Source: an optimization exercise on an open RTL-to-GDS flow (aim: small area). Production flows keep margins and buffers that such runs may drop.
In this exercise RTL edits were held to simulation tests only and were not proved equivalent to the original.
No activity file was given, so power comes from the tool's default toggle rates.

== rev 12 ==
==> flow/design.v <==
`default_nettype none
package skfd_pkg;
    localparam int FIFO_DEPTH = 32;
    localparam int CNT_W      = $clog2(FIFO_DEPTH + 1);
    localparam int COUNT_W    = 6;
    localparam logic [7:0] SC_EXT       = 8'hE0;
    localparam logic [7:0] SC_LSHIFT    = 8'h2A;
    localparam logic [7:0] SC_RSHIFT    = 8'h36;
    localparam logic [7:0] SC_LSHIFT_BR = 8'hAA;
    localparam logic [7:0] SC_RSHIFT_BR = 8'hB6;
    localparam logic [7:0] SC_CAPS      = 8'h3A;
    localparam logic [7:0] SC_TAB       = 8'h0F;
    localparam logic [7:0] SC_UP        = 8'h48;
    localparam logic [7:0] SC_DOWN      = 8'h50;
    localparam logic [7:0] SC_LEFT      = 8'h4B;
    localparam logic [7:0] SC_RIGHT     = 8'h4D;
    localparam logic [7:0] TOK_UP    = 8'hF1;
    localparam logic [7:0] TOK_DOWN  = 8'hF2;
    localparam logic [7:0] TOK_LEFT  = 8'hF3;
    localparam logic [7:0] TOK_RIGHT = 8'hF4;
    typedef enum logic [1:0] {
        MODE_SCAN     = 2'd0,
        MODE_POP      = 2'd1,
        MODE_CLEAR    = 2'd2,
        MODE_FLAG_CLR = 2'd3
    } mode_t;
    typedef struct packed {
        mode_t      mode;
        logic [7:0] scan_byte;
        logic       snapshot_enable;
    } cmd_t;
    typedef struct packed {
        logic               key_valid;
        logic [7:0]         key_char;
        logic [7:0]         key_scan;
        logic               key_pressed;
        logic [COUNT_W-1:0] fifo_count;
        logic               snapshot_saved;
        logic               snapshot_request;
    } evt_t;
    typedef struct packed {
        logic [7:0] ch;
        logic [7:0] scan;
        logic       pressed;
    } entry_t;
    localparam int ENTRY_W = 17;    
    typedef struct packed {
        logic   push;
        entry_t entry;
        logic   snap_req;
        logic   saved;
    } dec_t;
    typedef struct packed {
        logic shift;
        logic load;
    } cell_ctrl_t;
    function automatic logic [7:0] lower_char(input logic [6:0] code);
        logic [7:0] ch;
        case (code)
            7'h01: ch = 8'h1B;
            7'h02: ch = 8'h31;
            7'h03: ch = 8'h32;
            7'h04: ch = 8'h33;
            7'h05: ch = 8'h34;
            7'h06: ch = 8'h35;
            7'h07: ch = 8'h36;
            7'h08: ch = 8'h37;
            7'h09: ch = 8'h38;
            7'h0A: ch = 8'h39;
            7'h0B: ch = 8'h30;
            7'h0C: ch = 8'h2D;
            7'h0D: ch = 8'h3D;
            7'h0E: ch = 8'h08;
            7'h0F: ch = 8'h09;
            7'h10: ch = 8'h71;
            7'h11: ch = 8'h77;
            7'h12: ch = 8'h65;
            7'h13: ch = 8'h72;
            7'h14: ch = 8'h74;
            7'h15: ch = 8'h79;
            7'h16: ch = 8'h75;
            7'h17: ch = 8'h69;
            7'h18: ch = 8'h6F;
            7'h19: ch = 8'h70;
            7'h1A: ch = 8'h5B;
            7'h1B: ch = 8'h5D;
            7'h1C: ch = 8'h0A;
            7'h1E: ch = 8'h61;
            7'h1F: ch = 8'h73;
            7'h20: ch = 8'h64;
            7'h21: ch = 8'h66;
            7'h22: ch = 8'h67;
            7'h23: ch = 8'h68;
            7'h24: ch = 8'h6A;
            7'h25: ch = 8'h6B;
            7'h26: ch = 8'h6C;
            7'h27: ch = 8'h3B;
            7'h28: ch = 8'h27;
            7'h29: ch = 8'h60;
            7'h2B: ch = 8'h5C;
            7'h2C: ch = 8'h7A;
            7'h2D: ch = 8'h78;
            7'h2E: ch = 8'h63;
            7'h2F: ch = 8'h76;
            7'h30: ch = 8'h62;
            7'h31: ch = 8'h6E;
            7'h32: ch = 8'h6D;
            7'h33: ch = 8'h2C;
            7'h34: ch = 8'h2E;
            7'h35: ch = 8'h2F;
            7'h37: ch = 8'h2A;
            7'h39: ch = 8'h20;
            default: ch = 8'h00;
        endcase
        lower_char = ch;
    endfunction
    function automatic logic [7:0] upper_char(input logic [6:0] code);
        logic [7:0] ch;
        case (code)
            7'h01: ch = 8'h1B;
            7'h0E: ch = 8'h08;
            7'h0F: ch = 8'h09;
            7'h10: ch = 8'h51;
            7'h11: ch = 8'h57;
            7'h12: ch = 8'h45;
            7'h13: ch = 8'h52;
            7'h14: ch = 8'h54;
            7'h15: ch = 8'h59;
            7'h16: ch = 8'h55;
            7'h17: ch = 8'h49;
            7'h18: ch = 8'h4F;
            7'h19: ch = 8'h50;
            7'h1C: ch = 8'h0A;
            7'h1E: ch = 8'h41;
            7'h1F: ch = 8'h53;
            7'h20: ch = 8'h44;
            7'h21: ch = 8'h46;
            7'h22: ch = 8'h47;
            7'h23: ch = 8'h48;
            7'h24: ch = 8'h4A;
            7'h25: ch = 8'h4B;
            7'h26: ch = 8'h4C;
            7'h2C: ch = 8'h5A;
            7'h2D: ch = 8'h58;
            7'h2E: ch = 8'h43;
            7'h2F: ch = 8'h56;
            7'h30: ch = 8'h42;
            7'h31: ch = 8'h4E;
            7'h32: ch = 8'h4D;
            7'h39: ch = 8'h20;
            default: ch = 8'h00;
        endcase
        upper_char = ch;
    endfunction
    localparam logic [6:0] OP_NONE  = 7'h00;
    localparam logic [6:0] OP_POP   = 7'h3C;
    localparam logic [6:0] OP_CLEAR = 7'h3D;
    localparam logic [6:0] OP_SNAP  = 7'h3E;
    localparam logic [6:0] OP_FCLR  = 7'h3F;
    localparam logic [6:0] KC_UP    = 7'h7C;
    localparam logic [6:0] KC_DOWN  = 7'h7D;
    localparam logic [6:0] KC_LEFT  = 7'h7E;
    localparam logic [6:0] KC_RIGHT = 7'h7F;
    function automatic logic is_key_code(input logic [6:0] c);
        is_key_code = (c != OP_NONE) && (c[6] || c[5:2] != 4'b1111);
    endfunction
    function automatic logic [7:0] code_char(input logic [6:0] c);
        logic [7:0] ch;
        if (c[6] && c[5:2] == 4'b1111)
            ch = {6'b111100, c[1:0]} + 8'd1;
        else
        begin
            ch = lower_char({1'b0, c[5:0]});
            if (c[6])
                ch[5] = 1'b0;
        end
        code_char = ch;
    endfunction
    function automatic logic [7:0] code_scan(input logic [6:0] c);
        logic [7:0] sc;
        case (c)
            KC_UP:    sc = SC_UP;
            KC_DOWN:  sc = SC_DOWN;
            KC_LEFT:  sc = SC_LEFT;
            KC_RIGHT: sc = SC_RIGHT;
            default:  sc = {2'b00, c[5:0]};
        endcase
        code_scan = sc;
    endfunction
endpackage
`default_nettype wire
`default_nettype none
module scancode_key_decoder_fifo_top (
    input  wire logic            clk,
    input  wire logic            rst_n,
    input  wire logic            cmd_valid,
    output logic                 cmd_stall,
    input  wire logic [10:0]     cmd_in,
    output logic                 evt_valid,
    input  wire logic            evt_stall,
    output logic [25:0]          evt_out
);
    localparam int DEPTH = skfd_pkg::FIFO_DEPTH;
    logic [1:0] mode;
    logic [7:0] b;
    logic       en;
    assign mode = cmd_in[10:9];
    assign b    = cmd_in[8:1];
    assign en   = cmd_in[0];
    logic       prefix_reg, shift_reg, caps_reg, saved_reg;
    logic [5:0] count_reg;
    logic       out_valid_reg, skid_valid_reg;
    logic       out_req_reg;
    logic [6:0] out_key;
    logic [6:0] skid_op;
    logic [6:0] q [DEPTH];
    logic accept, take, exec;
    assign cmd_stall = skid_valid_reg;
    assign accept    = cmd_valid && !skid_valid_reg;
    assign take      = out_valid_reg && !evt_stall;
    assign exec      = skid_valid_reg ? take : (accept && (take || !out_valid_reg));
    logic [6:0] fresh_op;
    logic       prefix_next, shift_next, caps_next;
    logic [7:0] lo, up;
    assign lo = skfd_pkg::lower_char(b[6:0]);
    assign up = skfd_pkg::upper_char(b[6:0]);
    always_comb
    begin
        prefix_next = prefix_reg;
        shift_next  = shift_reg;
        caps_next   = caps_reg;
        fresh_op    = skfd_pkg::OP_NONE;
        case (mode)
            skfd_pkg::MODE_SCAN:
            begin
                if (b == skfd_pkg::SC_EXT)
                    prefix_next = 1'b1;
                else if (prefix_reg)
                begin
                    prefix_next = 1'b0;
                    case (b)
                        skfd_pkg::SC_UP:    fresh_op = skfd_pkg::KC_UP;
                        skfd_pkg::SC_DOWN:  fresh_op = skfd_pkg::KC_DOWN;
                        skfd_pkg::SC_LEFT:  fresh_op = skfd_pkg::KC_LEFT;
                        skfd_pkg::SC_RIGHT: fresh_op = skfd_pkg::KC_RIGHT;
                        default:            fresh_op = skfd_pkg::OP_NONE;
                    endcase
                end
                else if (b == skfd_pkg::SC_LSHIFT || b == skfd_pkg::SC_RSHIFT)
                    shift_next = 1'b1;
                else if (b == skfd_pkg::SC_LSHIFT_BR || b == skfd_pkg::SC_RSHIFT_BR)
                    shift_next = 1'b0;
                else if (b == skfd_pkg::SC_CAPS)
                    caps_next = !caps_reg;
                else if (b == skfd_pkg::SC_TAB && shift_reg && en)
                    fresh_op = skfd_pkg::OP_SNAP;
                else if (!b[7])
                begin
                    if (caps_reg ? (up != 8'h00) : (lo != 8'h00))
                        fresh_op = {caps_reg && up[6], b[5:0]};
                end
            end
            skfd_pkg::MODE_POP:   fresh_op = skfd_pkg::OP_POP;
            skfd_pkg::MODE_CLEAR: fresh_op = skfd_pkg::OP_CLEAR;
            default:              fresh_op = skfd_pkg::OP_FCLR;
        endcase
    end
    always_ff @(posedge clk or negedge rst_n)
    begin
        if (!rst_n)
        begin
            prefix_reg <= 1'b0;
            shift_reg  <= 1'b0;
            caps_reg   <= 1'b0;
        end
        else if (accept)
        begin
            prefix_reg <= prefix_next;
            shift_reg  <= shift_next;
            caps_reg   <= caps_next;
        end
    end
    logic [6:0] op;
    logic       is_key, is_pop, is_clr, is_snap, is_fclr;
    logic       full, nonempty, push;
    assign op       = skid_valid_reg ? skid_op : fresh_op;
    assign is_key   = skfd_pkg::is_key_code(op);
    assign is_pop   = (op == skfd_pkg::OP_POP);
    assign is_clr   = (op == skfd_pkg::OP_CLEAR);
    assign is_snap  = (op == skfd_pkg::OP_SNAP);
    assign is_fclr  = (op == skfd_pkg::OP_FCLR);
    assign full     = count_reg[5];
    assign nonempty = (count_reg != 6'd0);
    assign push     = exec && is_key;
    always_ff @(posedge clk or negedge rst_n)
    begin
        if (!rst_n)
        begin
            count_reg <= '0;
            saved_reg <= 1'b0;
        end
        else if (exec)
        begin
            if (is_key && !full)
                count_reg <= count_reg + 6'd1;
            else if (is_pop && nonempty)
                count_reg <= count_reg - 6'd1;
            else if (is_clr)
                count_reg <= '0;
            if (is_snap)
                saved_reg <= 1'b1;
            else if (is_fclr)
                saved_reg <= 1'b0;
        end
    end
    always_ff @(posedge clk)
    begin
        if (push)
        begin
            q[0] <= op;
            for (int i = 1; i < DEPTH; i++)
                q[i] <= q[i-1];
        end
    end
    always_ff @(posedge clk or negedge rst_n)
    begin
        if (!rst_n)
        begin
            out_valid_reg  <= 1'b0;
            skid_valid_reg <= 1'b0;
        end
        else
        begin
            if (take || !out_valid_reg)
                out_valid_reg <= skid_valid_reg || accept;
            if (take)
                skid_valid_reg <= 1'b0;
            else if (out_valid_reg && accept)
                skid_valid_reg <= 1'b1;
        end
    end
    logic [6:0] qr [DEPTH];
    logic [6:0] head;
    for (genvar j = 0; j < DEPTH; j++)
    begin : g_qr
        assign qr[j] = q[(j + DEPTH - 1) % DEPTH];
    end
    assign head = qr[count_reg[4:0]];
    always_ff @(posedge clk)
    begin
        if (!skid_valid_reg)
            skid_op <= fresh_op;
        if (take || !out_valid_reg)
        begin
            out_req_reg <= is_snap;
            out_key     <= (is_pop && nonempty) ? head : skfd_pkg::OP_NONE;
        end
    end
    logic [7:0] key_char, key_scan;
    assign key_char = skfd_pkg::code_char(out_key);
    assign key_scan = skfd_pkg::code_scan(out_key);
    assign evt_valid = out_valid_reg;
    logic key_valid;
    assign key_valid = (out_key != skfd_pkg::OP_NONE);
    assign evt_out   = {key_valid, key_char, key_scan, key_valid,
                        count_reg, saved_reg, out_req_reg};
endmodule
`default_nettype wire
clock: 4.0 ns
lec_check: 0
abc_area: 1
cap_margin: 20
core_margin: 2
core_utilization: 60
cts_buf_list: sky130_fd_sc_hd__clkbuf_4 sky130_fd_sc_hd__clkbuf_8
gpl_timing_driven: 0
slew_margin: 20
run.sh (not shown) runs the stock make flow with config.mk's settings and CLKGATE_MAP_FILE= SYNTH_SCRIPT=/design/flow/synth_recipe.tcl, a recipe that flattens the netlist after the stock synthesis.
Rev 12 finished end to end and its layout was clean on timing, DRC and antenna.
### rev 12 -> rev 13
--- a/flow/design.v
+++ b/flow/design.v
@@ -162,17 +162,21 @@
     localparam logic [6:0] KC_LEFT  = 7'h7E;
     localparam logic [6:0] KC_RIGHT = 7'h7F;
     function automatic logic is_key_code(input logic [6:0] c);
         is_key_code = (c != OP_NONE) && (c[6] || c[5:2] != 4'b1111);
     endfunction
+    localparam logic [511:0] LOWER_TAB = 512'h00000000000020002A002F2E2C6D6E627663787A5C0060273B6C6B6A686766647361000A5D5B706F697579747265777109083D2D303938373635343332311B00;
+    localparam logic [63:0] IN_LOWER  = 64'h02BFFBFFDFFFFFFE;
+    localparam logic [63:0] IN_CAPS   = 64'h0207F07FD3FFC002;
+    localparam logic [63:0] IS_LETTER = 64'h0007F07FC3FF0000;
     function automatic logic [7:0] code_char(input logic [6:0] c);
         logic [7:0] ch;
         if (c[6] && c[5:2] == 4'b1111)
             ch = {6'b111100, c[1:0]} + 8'd1;
         else
         begin
-            ch = lower_char({1'b0, c[5:0]});
+            ch = LOWER_TAB[8*c[5:0] +: 8];
             if (c[6])
                 ch[5] = 1'b0;
         end
         code_char = ch;
     endfunction
@@ -219,13 +223,10 @@
     assign accept    = cmd_valid && !skid_valid_reg;
     assign take      = out_valid_reg && !evt_stall;
     assign exec      = skid_valid_reg ? take : (accept && (take || !out_valid_reg));
     logic [6:0] fresh_op;
     logic       prefix_next, shift_next, caps_next;
-    logic [7:0] lo, up;
-    assign lo = skfd_pkg::lower_char(b[6:0]);
-    assign up = skfd_pkg::upper_char(b[6:0]);
     always_comb
     begin
         prefix_next = prefix_reg;
         shift_next  = shift_reg;
         caps_next   = caps_reg;
@@ -254,12 +255,12 @@
                     caps_next = !caps_reg;
                 else if (b == skfd_pkg::SC_TAB && shift_reg && en)
                     fresh_op = skfd_pkg::OP_SNAP;
                 else if (!b[7])
                 begin
-                    if (caps_reg ? (up != 8'h00) : (lo != 8'h00))
-                        fresh_op = {caps_reg && up[6], b[5:0]};
+                    if (!b[6] && (caps_reg ? skfd_pkg::IN_CAPS[b[5:0]] : skfd_pkg::IN_LOWER[b[5:0]]))
+                        fresh_op = {caps_reg && skfd_pkg::IS_LETTER[b[5:0]], b[5:0]};
                 end
             end
             skfd_pkg::MODE_POP:   fresh_op = skfd_pkg::OP_POP;
             skfd_pkg::MODE_CLEAR: fresh_op = skfd_pkg::OP_CLEAR;
             default:              fresh_op = skfd_pkg::OP_FCLR;
==> notes.md <==
For the count of sequential standard cells, rev 13 came in 7 lower than rev 12 did.
Global-route usage in rev 13 is 1.9 points lower than in rev 12
[rev 13 vs rev 12] overall routed net length: lower in rev 13
Rev 13: clock skew 0.022 ns below rev 12
Of rev 12 and rev 13, rev 13 shows the higher worst hold slack, with rev 12 below it.
Rev 13 ended with more initial cell density of the core than rev 12.
Summary of rev 13 over rev 12: number of gates resized after cts now smaller, part of the total power dissipated in combinational logic now smaller, post-synthesis cell count now smaller, count of cell instances traversed by the critical path now smaller.

[port drivers added, routing unchanged]
The flow's constraints put no driver on any port. The routed layouts listed below were extracted and timed again, unchanged, in two steps.
Step 1 sets driving cells, clkbuf_16 on the clock port and buf_2 on the other inputs (assumed; they add their load-dependent delay and slew).
Step 2 also shifts input and output timing later by t, the mid clock arrival at the registers, as if the neighbouring blocks saw the same clock.
Three values: no drivers, after step 1, after step 2; two values: the first two.
run | shift t [ns] | slack for setup (ns) | pins driven straight from the clock port
rev 12 | 0.568 | 0.146 / 0.146 / -0.393 | 1
rev 13 | 0.578 | 0.196 / 0.152 / -0.284 | 1
Met with ideal ports but missed after step 2: setup timing in rev 12 and rev 13. The setup slack of rev 12, which loses most, moves by 0.000 ns with the drivers and by -0.539 ns with both steps.
